This design comes from an exercise in tuning for small area, a short achievable clock period and few clock cycles on the open sky130 flow, not from production work. Only simulation tests tie the RTL to the original design; equivalence was not proved. Power figures rest on the tool's default switching activity, not on a simulated workload.

==> design.v <==
package movegen_pkg;
  typedef logic [5:0] square_t;
  typedef logic [2:0] rank_t;
  typedef logic [2:0] piece_t;
  typedef logic [3:0] pos_data_t;
  typedef logic [9:0] stack_entry_t;
  typedef logic [17:0] uci_move_t;
  typedef logic [255:0] board_t;
  localparam int NUM_SQUARES = 64;
  localparam int COLOUR_BIT = 3;
  localparam int ENTRY_FULL = 9;
  localparam piece_t PIECE_NONE = 3'd0;
  localparam piece_t PIECE_KING = 3'd1;
  localparam piece_t PIECE_KNIGHT = 3'd5;
  localparam int STACK_DEPTH_DEFAULT = 16;
endpackage
module movegen_board_load (
  input  logic                  clk,
  input  logic                  i_rst_n,
  input  logic                  i_pos_valid,
  input  logic                  i_pos_sop,
  input  movegen_pkg::pos_data_t i_pos_data,
  output movegen_pkg::square_t   o_square,
  output movegen_pkg::board_t    o_board
);
  movegen_pkg::square_t square_q;
  movegen_pkg::board_t board_q;
  logic restart;
  assign restart = i_pos_valid & i_pos_sop;
  assign o_square = restart ? movegen_pkg::square_t'(0) : square_q;
  always_ff @(posedge clk or negedge i_rst_n) begin
    if (!i_rst_n) begin
      square_q <= '0;
    end else if (i_pos_valid) begin
      square_q <= movegen_pkg::square_t'(o_square + 1'b1);
    end
  end
  always_ff @(posedge clk) begin
    if (i_pos_valid) begin
      board_q[{o_square, 2'b00} +: 4] <= i_pos_data;
    end
  end
  assign o_board = board_q;
endmodule
module movegen_piece_stack #(
  parameter int STACK_DEPTH = movegen_pkg::STACK_DEPTH_DEFAULT
) (
  input  logic                      clk,
  input  logic                      i_rst_n,
  input  logic                      i_pos_valid,
  input  logic                      i_pos_sop,
  input  movegen_pkg::pos_data_t    i_pos_data,
  input  movegen_pkg::square_t      i_square,
  input  logic                      i_wtp,
  input  logic                      i_start,
  input  logic                      i_pop,
  output movegen_pkg::stack_entry_t o_head,
  output logic                      o_more
);
  movegen_pkg::stack_entry_t side_q [2][STACK_DEPTH];
  movegen_pkg::stack_entry_t move_q [STACK_DEPTH];
  logic                      occupied;
  logic                      restart;
  logic [1:0]                push;
  movegen_pkg::stack_entry_t new_entry;
  assign occupied = i_pos_data[2:0] != movegen_pkg::PIECE_NONE;
  assign restart = i_pos_valid & i_pos_sop;
  assign push[1] = i_pos_valid & occupied & i_pos_data[movegen_pkg::COLOUR_BIT];
  assign push[0] = i_pos_valid & occupied & ~i_pos_data[movegen_pkg::COLOUR_BIT];
  assign new_entry = {1'b1, i_pos_data[2:0], i_square};
  always_ff @(posedge clk or negedge i_rst_n) begin
    if (!i_rst_n) begin
      for (int c = 0; c < 2; c++) begin
        for (int k = 0; k < STACK_DEPTH; k++) begin
          side_q[c][k] <= '0;
        end
      end
    end else begin
      for (int c = 0; c < 2; c++) begin
        if (restart) begin
          for (int k = 1; k < STACK_DEPTH; k++) begin
            side_q[c][k] <= '0;
          end
          side_q[c][0] <= push[c] ? new_entry : '0;
        end else if (push[c]) begin
          for (int k = 1; k < STACK_DEPTH; k++) begin
            side_q[c][k] <= side_q[c][k-1];
          end
          side_q[c][0] <= new_entry;
        end
      end
    end
  end
  always_ff @(posedge clk or negedge i_rst_n) begin
    if (!i_rst_n) begin
      for (int k = 0; k < STACK_DEPTH; k++) begin
        move_q[k] <= '0;
      end
    end else if (i_start) begin
      for (int k = 0; k < STACK_DEPTH; k++) begin
        move_q[k] <= side_q[i_wtp][k];
      end
      if (!side_q[i_wtp][0][movegen_pkg::ENTRY_FULL]) begin
        move_q[0] <= {1'b1, movegen_pkg::PIECE_NONE, movegen_pkg::square_t'(0)};
      end
    end else if (i_pop) begin
      for (int k = 0; k < STACK_DEPTH - 1; k++) begin
        move_q[k] <= move_q[k+1];
      end
      move_q[STACK_DEPTH-1] <= '0;
    end
  end
  assign o_head = move_q[0];
  assign o_more = move_q[1][movegen_pkg::ENTRY_FULL];
endmodule
module movegen_leaper_targets (
  input  movegen_pkg::stack_entry_t          i_head,
  input  movegen_pkg::board_t                i_board,
  input  logic                               i_wtp,
  output logic [movegen_pkg::NUM_SQUARES-1:0] o_targets
);
  function automatic logic [2:0] abs_diff(input logic [2:0] a, input logic [2:0] b);
    abs_diff = (a > b) ? (a - b) : (b - a);
  endfunction
  movegen_pkg::piece_t piece;
  movegen_pkg::rank_t  from_rank;
  movegen_pkg::rank_t  from_file;
  logic                is_king;
  logic                is_knight;
  assign piece = i_head[8:6];
  assign from_rank = i_head[5:3];
  assign from_file = i_head[2:0];
  assign is_king = i_head[movegen_pkg::ENTRY_FULL] & (piece == movegen_pkg::PIECE_KING);
  assign is_knight = i_head[movegen_pkg::ENTRY_FULL] & (piece == movegen_pkg::PIECE_KNIGHT);
  always_comb begin
    movegen_pkg::square_t   sq;
    movegen_pkg::rank_t     dr;
    movegen_pkg::rank_t     df;
    movegen_pkg::pos_data_t code;
    logic                   king_hit;
    logic                   knight_hit;
    logic                   own_piece;
    o_targets = '0;
    for (int d = 0; d < movegen_pkg::NUM_SQUARES; d++) begin
      sq = movegen_pkg::square_t'(d);
      dr = abs_diff(sq[5:3], from_rank);
      df = abs_diff(sq[2:0], from_file);
      code = i_board[4*d +: 4];
      king_hit = (dr <= 3'd1) && (df <= 3'd1) && ((dr | df) != 3'd0);
      knight_hit = ((dr == 3'd1) && (df == 3'd2)) || ((dr == 3'd2) && (df == 3'd1));
      own_piece = (code[2:0] != movegen_pkg::PIECE_NONE) &&
                  (code[movegen_pkg::COLOUR_BIT] == i_wtp);
      o_targets[d] = ((is_king & king_hit) | (is_knight & knight_hit)) & ~own_piece;
    end
  end
endmodule
module movegen_dest_scan (
  input  logic                               clk,
  input  logic                               i_rst_n,
  input  logic                               i_start,
  input  logic [movegen_pkg::NUM_SQUARES-1:0] i_targets,
  output movegen_pkg::square_t               o_to,
  output logic                               o_gen,
  output logic                               o_piece_done
);
  localparam int REQ_W = movegen_pkg::NUM_SQUARES + 1;
  logic [REQ_W-1:0]   base_q;
  logic [REQ_W-1:0]   req;
  logic [REQ_W-1:0]   grant;
  assign req = {1'b1, i_targets};
  assign grant = req & ~(req - base_q);
  assign o_piece_done = grant[REQ_W-1];
  assign o_gen = |grant[REQ_W-2:0];
  always_comb begin
    o_to = '0;
    for (int s = 0; s < movegen_pkg::NUM_SQUARES; s++) begin
      if (grant[s]) begin
        o_to = o_to | movegen_pkg::square_t'(s);
      end
    end
  end
  always_ff @(posedge clk or negedge i_rst_n) begin
    if (!i_rst_n) begin
      base_q <= REQ_W'(1);
    end else if (i_start || o_piece_done) begin
      base_q <= REQ_W'(1);
    end else begin
      base_q <= grant << 1;
    end
  end
endmodule
module movegen_uci_out (
  input  logic                      clk,
  input  logic                      i_rst_n,
  input  movegen_pkg::stack_entry_t i_head,
  input  logic                      i_more,
  input  movegen_pkg::square_t      i_to,
  input  logic                      i_gen,
  input  logic                      i_piece_done,
  input  movegen_pkg::board_t       i_board,
  output logic                      o_uci_valid,
  output movegen_pkg::uci_move_t    o_uci_data,
  output logic                      o_uci_sop,
  output logic                      o_uci_eop
);
  movegen_pkg::piece_t    takes;
  movegen_pkg::uci_move_t move_word;
  movegen_pkg::uci_move_t buf_data;
  logic                   buf_valid;
  logic                   buf_sop;
  logic                   sop_done;
  logic                   last_done;
  logic                   release_buf;
  assign takes = i_board[{i_to, 2'b00} +: 3];
  assign move_word = {i_head[8:6], i_head[5:3], i_head[2:0], takes, i_to[5:3], i_to[2:0]};
  assign last_done = i_head[movegen_pkg::ENTRY_FULL] & ~i_more & i_piece_done;
  assign release_buf = i_gen | last_done;
  always_ff @(posedge clk) begin
    if (i_gen) begin
      buf_data <= move_word;
    end
    o_uci_data <= buf_data;
  end
  always_ff @(posedge clk or negedge i_rst_n) begin
    if (!i_rst_n) begin
      buf_valid <= 1'b0;
      buf_sop <= 1'b0;
      sop_done <= 1'b0;
      o_uci_valid <= 1'b0;
      o_uci_sop <= 1'b0;
      o_uci_eop <= 1'b0;
    end else begin
      if (i_gen) begin
        buf_sop <= ~sop_done;
      end
      if (release_buf) begin
        buf_valid <= i_gen;
        sop_done <= (sop_done | i_gen) & ~last_done;
      end
      o_uci_valid <= buf_valid & release_buf;
      o_uci_sop <= buf_valid & buf_sop & release_buf;
      o_uci_eop <= last_done;
    end
  end
endmodule
module movegen_top #(
  parameter int STACK_DEPTH = movegen_pkg::STACK_DEPTH_DEFAULT
) (
  input  logic                   clk,
  input  logic                   i_rst_n,
  input  logic                   i_pos_valid,
  input  logic                   i_pos_sop,
  input  movegen_pkg::pos_data_t i_pos_data,
  input  logic                   i_wtp,
  input  logic                   i_start,
  output logic                   o_uci_valid,
  output movegen_pkg::uci_move_t o_uci_data,
  output logic                   o_uci_sop,
  output logic                   o_uci_eop
);
  movegen_pkg::square_t               square;
  movegen_pkg::board_t                board;
  movegen_pkg::stack_entry_t          head;
  logic                               more;
  logic [movegen_pkg::NUM_SQUARES-1:0] targets;
  movegen_pkg::square_t               to_square;
  logic                               gen;
  logic                               piece_done;
  movegen_board_load u_board_load (
    .clk         (clk),
    .i_rst_n     (i_rst_n),
    .i_pos_valid (i_pos_valid),
    .i_pos_sop   (i_pos_sop),
    .i_pos_data  (i_pos_data),
    .o_square    (square),
    .o_board     (board)
  );
  movegen_piece_stack #(
    .STACK_DEPTH (STACK_DEPTH)
  ) u_piece_stack (
    .clk         (clk),
    .i_rst_n     (i_rst_n),
    .i_pos_valid (i_pos_valid),
    .i_pos_sop   (i_pos_sop),
    .i_pos_data  (i_pos_data),
    .i_square    (square),
    .i_wtp       (i_wtp),
    .i_start     (i_start),
    .i_pop       (piece_done),
    .o_head      (head),
    .o_more      (more)
  );
  movegen_leaper_targets u_leaper_targets (
    .i_head    (head),
    .i_board   (board),
    .i_wtp     (i_wtp),
    .o_targets (targets)
  );
  movegen_dest_scan u_dest_scan (
    .clk          (clk),
    .i_rst_n      (i_rst_n),
    .i_start      (i_start),
    .i_targets    (targets),
    .o_to         (to_square),
    .o_gen        (gen),
    .o_piece_done (piece_done)
  );
  movegen_uci_out u_uci_out (
    .clk          (clk),
    .i_rst_n      (i_rst_n),
    .i_head       (head),
    .i_more       (more),
    .i_to         (to_square),
    .i_gen        (gen),
    .i_piece_done (piece_done),
    .i_board      (board),
    .o_uci_valid  (o_uci_valid),
    .o_uci_data   (o_uci_data),
    .o_uci_sop    (o_uci_sop),
    .o_uci_eop    (o_uci_eop)
  );
endmodule
==> run.sh <==
#!/bin/bash
# synth_recipe.tcl (not shown) runs the flow's synth.tcl, then flattens the netlist and writes it again
# the make line also repeats each setting of config.mk as NAME=value (left out here)
make -C /OpenROAD-flow-scripts/flow DESIGN_CONFIG=/design/flow/config.mk WORK_HOME=/design/flow/orfs CLKGATE_MAP_FILE= SYNTH_SCRIPT=/design/flow/synth_recipe.tcl finish
==> config.mk <==
export PLATFORM = sky130hd
export DESIGN_NAME = movegen_top
export DESIGN_NICKNAME = movegen_top
export VERILOG_FILES = /design/flow/design.v
export SDC_FILE = /design/flow/constraint.sdc
export NUM_CORES = 4
export LEC_CHECK = 0
export CAP_MARGIN = 20
export CORE_MARGIN = 2
export CORE_UTILIZATION = 40
export SLEW_MARGIN = 20
==> constraint.sdc <==
create_clock -name core_clock -period 9.0 [get_ports {clk}]
set_input_delay 1.8000 -clock core_clock [delete_from_list [all_inputs] [get_ports {clk}]]
set_output_delay 1.8000 -clock core_clock [all_outputs]
set_load 0.01 [all_outputs]
==> run notes <==
[worst max-delay path, stage by stage, from the launching register on]
cell and delay [ps]:
sky130_fd_sc_hd__dfrtp_1 370, sky130_fd_sc_hd__inv_1 240, sky130_fd_sc_hd__ha_1 490, sky130_fd_sc_hd__nor4bb_1 440, sky130_fd_sc_hd__a21o_1 350, sky130_fd_sc_hd__a22oi_1 120
sky130_fd_sc_hd__o22ai_1 490, sky130_fd_sc_hd__o21a_1 520, sky130_fd_sc_hd__ha_1 250, sky130_fd_sc_hd__buf_4 180, sky130_fd_sc_hd__nand4_1 270, sky130_fd_sc_hd__nor3_1 380
sky130_fd_sc_hd__nand4_1 210, sky130_fd_sc_hd__or4_1 530, sky130_fd_sc_hd__a311oi_1 520, sky130_fd_sc_hd__nor4_1 120, sky130_fd_sc_hd__o21ai_2 410, sky130_fd_sc_hd__nand4b_1 400
sky130_fd_sc_hd__nor4_4 440, sky130_fd_sc_hd__and2_2 300, sky130_fd_sc_hd__buf_12 300, sky130_fd_sc_hd__a211o_1 190, sky130_fd_sc_hd__a211oi_1 80, sky130_fd_sc_hd__a2111oi_0 500
sky130_fd_sc_hd__buf_4 190, sky130_fd_sc_hd__and4_1 180
[placed cells by master (no fill, tap or decap), types with 102 or more instances in the layout]
| cell | instances |
|---|---|
| sky130_fd_sc_hd__mux2_2 | 264 |
| sky130_fd_sc_hd__buf_4 | 134 |
| sky130_fd_sc_hd__mux2i_1 | 160 |
| sky130_fd_sc_hd__nand2_1 | 854 |
| sky130_fd_sc_hd__nor3_1 | 102 |
| sky130_fd_sc_hd__inv_1 | 168 |
| sky130_fd_sc_hd__dfrtp_1 | 556 |
| sky130_fd_sc_hd__o21ai_0 | 133 |
| sky130_fd_sc_hd__a211oi_1 | 201 |
| sky130_fd_sc_hd__nor2b_1 | 157 |
| sky130_fd_sc_hd__a21oi_1 | 585 |
| sky130_fd_sc_hd__edfxtp_1 | 274 |
| sky130_fd_sc_hd__nor2_1 | 190 |
[area by class of cell]
type | count | area (um^2)
antenna | 2 | 5.005
clock buffer | 142 | 2818
clock inverter | 39 | 494.2
fill | 11700 | 65980
inverter | 170 | 638.1
multi-input combinational | 3743 | 23980
sequential | 849 | 22530
tap | 1612 | 2017
timing repair buffer | 182 | 1667
[state kept, by name (all words and copies together), names as in the netlist]
signal and cells:
u_piece_stack.side_q 320, u_board_load.board_q 256, u_piece_stack.move_q 160, u_dest_scan.base_q 65, u_uci_out.buf_data 18, u_uci_out.o_uci_data 18
u_board_load.square_q 6, u_uci_out.buf_sop 1, u_uci_out.buf_valid 1, u_uci_out.o_uci_eop 1, u_uci_out.o_uci_sop 1, u_uci_out.o_uci_valid 1
u_uci_out.sop_done 1
[metrics by stage]
stage	hold slack, ps	total power (uW)	worst slack (ps)	std cells	utilization
floorplan	323.3	9972	580.5	5139	-
global placement	324.4	12720	-193.1	6556	0.4231
detailed placement	338.3	12670	-240.6	6556	0.4231
CTS	350.8	16830	320.0	6737	0.4506
global route	373.3	17760	31.75	6737	0.4507
finish	346.5	16870	283.7	6739	0.4507
[layer usage]
metal,track usage,part of all wire
met1,0.3606,0.44
met3,0.04352,0.070
met4,0.09248,0.037
met5,0,0.00057
met2,0.3922,0.45
[cell families after synthesis]
kind of cell / after synthesis / share of synthesized area
mux: 425 / 0.09456
buf+inv: 547 / 0.04372
simple gates: 1658 / 0.1588
compound gates: 1446 / 0.1924
flops: 849 / 0.4642
xor+xnor: 116 / 0.02093
fa+ha+maj: 98 / 0.02542
[power groups by stage]
| stage | sequential [uW] | combinational, uW | clock, uW |
|---|---|---|---|
| 3_5_place_dp | 5000 | 7670 | 0 |
| 3_3_place_gp | 5000 | 7720 | 0 |
| 4_1_cts | 4930 | 7730 | 4170 |
| 6_report | 4940 | 7850 | 4080 |
| 2_1_floorplan | 4870 | 5110 | 0 |
| 5_1_grt | 5000 | 8450 | 4310 |
[worst min path at each step]
stage	start	to	slack [ps]	depth (start not counted)
finish	u_uci_out.buf_data[2]$_DFFE_PP_	u_uci_out.o_uci_data[2]$_DFF_P_	350	0
CTS	u_uci_out.buf_data[2]$_DFFE_PP_	u_uci_out.o_uci_data[2]$_DFF_P_	350	0
detailed placement	u_uci_out.buf_data[2]$_DFFE_PP_	u_uci_out.o_uci_data[2]$_DFF_P_	340	0
global placement	u_uci_out.buf_data[2]$_DFFE_PP_	u_uci_out.o_uci_data[2]$_DFF_P_	320	0
floorplan	u_uci_out.buf_data[0]$_DFFE_PP_	u_uci_out.o_uci_data[0]$_DFF_P_	320	0
global route	u_uci_out.buf_data[2]$_DFFE_PP_	u_uci_out.o_uci_data[2]$_DFF_P_	370	0
==> reports/results.env <==
FIRSTDRTPASSITERS=6
HOLD_BUFFERS=0
YOSYS_WARNINGS=7
POWER_REPORT.INTERNAL_TOTAL_uW=9561
NUMBER_OF_ANTENNA_VIOLATING_NETS_IN_THE_ROUTED_DESIGN=0
YOSYS-TOP-CELLS-COUNT='855 x sky130_fd_sc_hd__nand2_1, 585 x sky130_fd_sc_hd__a21oi_1, 556 x sky130_fd_sc_hd__dfrtp_1'
POWER.SHARE.COMBINATIONAL=0.465
CRITPATHREQUIREDTIME_PS=9580
CLK-INSERTION-DELAY-LATE_PS=740
CRITPATHARRIVALTIME_PS=9300
PIN_COUNT=31
ANTENNA_FOUND_INITIAL=10
FP.DIEW_UM=352.3
POWERDENSITY_mW_PER_MM2=311.6
SYNTH_AREA_MM2=0.04854
STATUS='finished clean'
PLACE_CONGESTION=1.009
TRITONCTS.NUM_BUFFERS=97
CLKPWRFRAC=0.242
NUMBER_OF_GLOBAL_ROUTE_VIAS_BEFORE_REPAIR=38520
YOSYSUNIQUECELLTYPES=92
CTS-RESIZED-GATES=1
RELSLEWSLACK=0.2421
FIRST_PASS_GRT_WIRE_LENGTH_UM=245500
CTS_SETUP_BUFFERS=0
HTREEDEPTH=3
HPWL_UM=114100
ENDPOINT_KIND='flop'
TIMING.FINAL.CRIT_PERIOD_PS=8716
POST_DRT_WL_PER_CELL_UM=24.11
SETUP_VIOL=0
P_SWITCHING_uW=7313
DRIVE_GT1_FRAC=0.1227
FIN_NETS=5151
COREAREA_MM2=0.1201
CTS_TREE='yes'
SEQPWRFRAC=0.293
VIAS_PER_CELL=5.973
FLOORPLAN.DIE.HEIGHT_UM=352.3
CELLLEAKAGEPOWER_uW=0.02192
OVERALL_GLOBAL_ROUTING_RESOURCE_USAGE=0.2550
PERIOD_SHARE=0.9685
ASYNC_FLOP_SHARE=0.6561
VDD_IR_DROP_MAX_mV=0.6767
CP-START-KIND='flop'
TIMING.MAX_CAP.VIOLATIONS=0
GRT_REMAINING_OVERFLOW=0
TOTALWIRELENGTH_UM=162500
LEADING_CELL_TYPES_BY_TOTAL_AREA_AFTER_SYNTHESIS='sky130_fd_sc_hd__dfrtp_1 29%, sky130_fd_sc_hd__edfxtp_1 17%, sky130_fd_sc_hd__nand2_1 6.6%, sky130_fd_sc_hd__mux2_2 6.1%, sky130_fd_sc_hd__a21oi_1 6.0%'
GRT_MAX_DEGREE=178
LAYOUT-AREA-OVERHEAD-VS-SYNTH_PCT=11.56
SETUP_TOTAL_NEGATIVE_SLACK_PS=0
SYNTH-SEQ-AREA-SHARE=0.4642
REPORT.FINAL.SLEW_VIOL_COUNT=0
TIMING.REG2REG.WORST_PATH_DEPTH=25
WORST-SLEW-PIN-TRANSITION_PS=1128
PORTION_OF_SYNTHESIZED_CELL_AREA_OCCUPIED_BY_THE_LEADING_CELL_TYPE=0.2867
REGTOREGSTARTPOINT='u_piece_stack.move_q[0][3]$_DFFE_PN0P_'
MAXCLOCKFREQUENCY_MHz=114.7
VIAS=40250
PORT_BUFFERS=30
POSTLAYOUTCELLAREA_MM2=0.05415
YOSYS.CELL_COUNT.TOP_TYPE='sky130_fd_sc_hd__nand2_1'
CLKSINKCOUNT=849
FINAL_HOLD_VIOLATION_COUNT=0
CRITPATHKIND='reg2reg'
GRT_SETUP_UNREPAIRED='false'
CTS-ROOT-BUF='sky130_fd_sc_hd__clkbuf_16'
CLK_PATH_BUF_DEPTH=3
WORST_SETUP_HOLD_PATH_CLK_SLEW_PS=60
PATH_MAX_FANOUT=78
STARTPOINT_OF_THE_MOST_CRITICAL_SETUP_PATH='u_piece_stack.move_q[0][3]$_DFFE_PN0P_'
CRITPATHCAPTURE='u_uci_out.buf_data[6]$_DFFE_PP_'
DRC_ERRORS=0
SYNTH_ENABLE_FLOP_CELLS=274
LEADING_AREA_CONTRIBUTOR_AFTER_SYNTHESIS='sky130_fd_sc_hd__dfrtp_1'
SYNTH_AREA_PER_CELL_UM2=9.445
SYN-INSTANCE-COUNT=5139
SYN-NUM-NETS=5247
INITIAL_CORE_UTIL=0.4040
DIEAREA_MM2=0.1241
DRT_ITER0_DRC=4393
REGTOREGSETUPSLACK_PS=280
FFS_LATCHES_SYNTH=849
PLACEDINSTANCEAREA_MM2=0.05082
HOLDCRITPATHCLASS='reg2reg'
YS_DOMINANT_REG_CELL='sky130_fd_sc_hd__dfrtp_1'
POWER_SWITCHING_SHARE=0.4334
CAPTURING_POINT_OF_THE_WORST_REG2REG_PATH='u_uci_out.buf_data[6]$_DFFE_PP_'
NUMBER_OF_STANDARD_CELL_ROWS_IN_THE_FLOORPLAN=127
TIMING.CLOCK.SKEW_PS=64.09
Testbench counts, summed over its fixed seeds: cycles 32,448.

afterwards: timing with drivers on the ports:
Ports are ideal in the flow. The routed layout listed here was re-timed in OpenROAD. Step 1: set_driving_cell puts a clkbuf_16 on clk and a buf_2 on each other input, an assumption about the parent block. Step 2 also shifts input and output timing later by t, the mid clock arrival at the registers, as if the neighbouring blocks saw the same clock. Three values: ideal ports, drivers, drivers and shift; two values: the first two.
t, ns: 0.790
setup slack, ns: 0.284 / 0.284 / -0.054
slew at the worst register clock pin (ns): 0.06 / 0.06
pins driven straight from the clock port: 1
With both steps, setup timing fails in this run, where it was met with ideal ports. For this run, drivers alone change the setup slack by 0.000 ns; drivers and shift together by -0.338 ns.
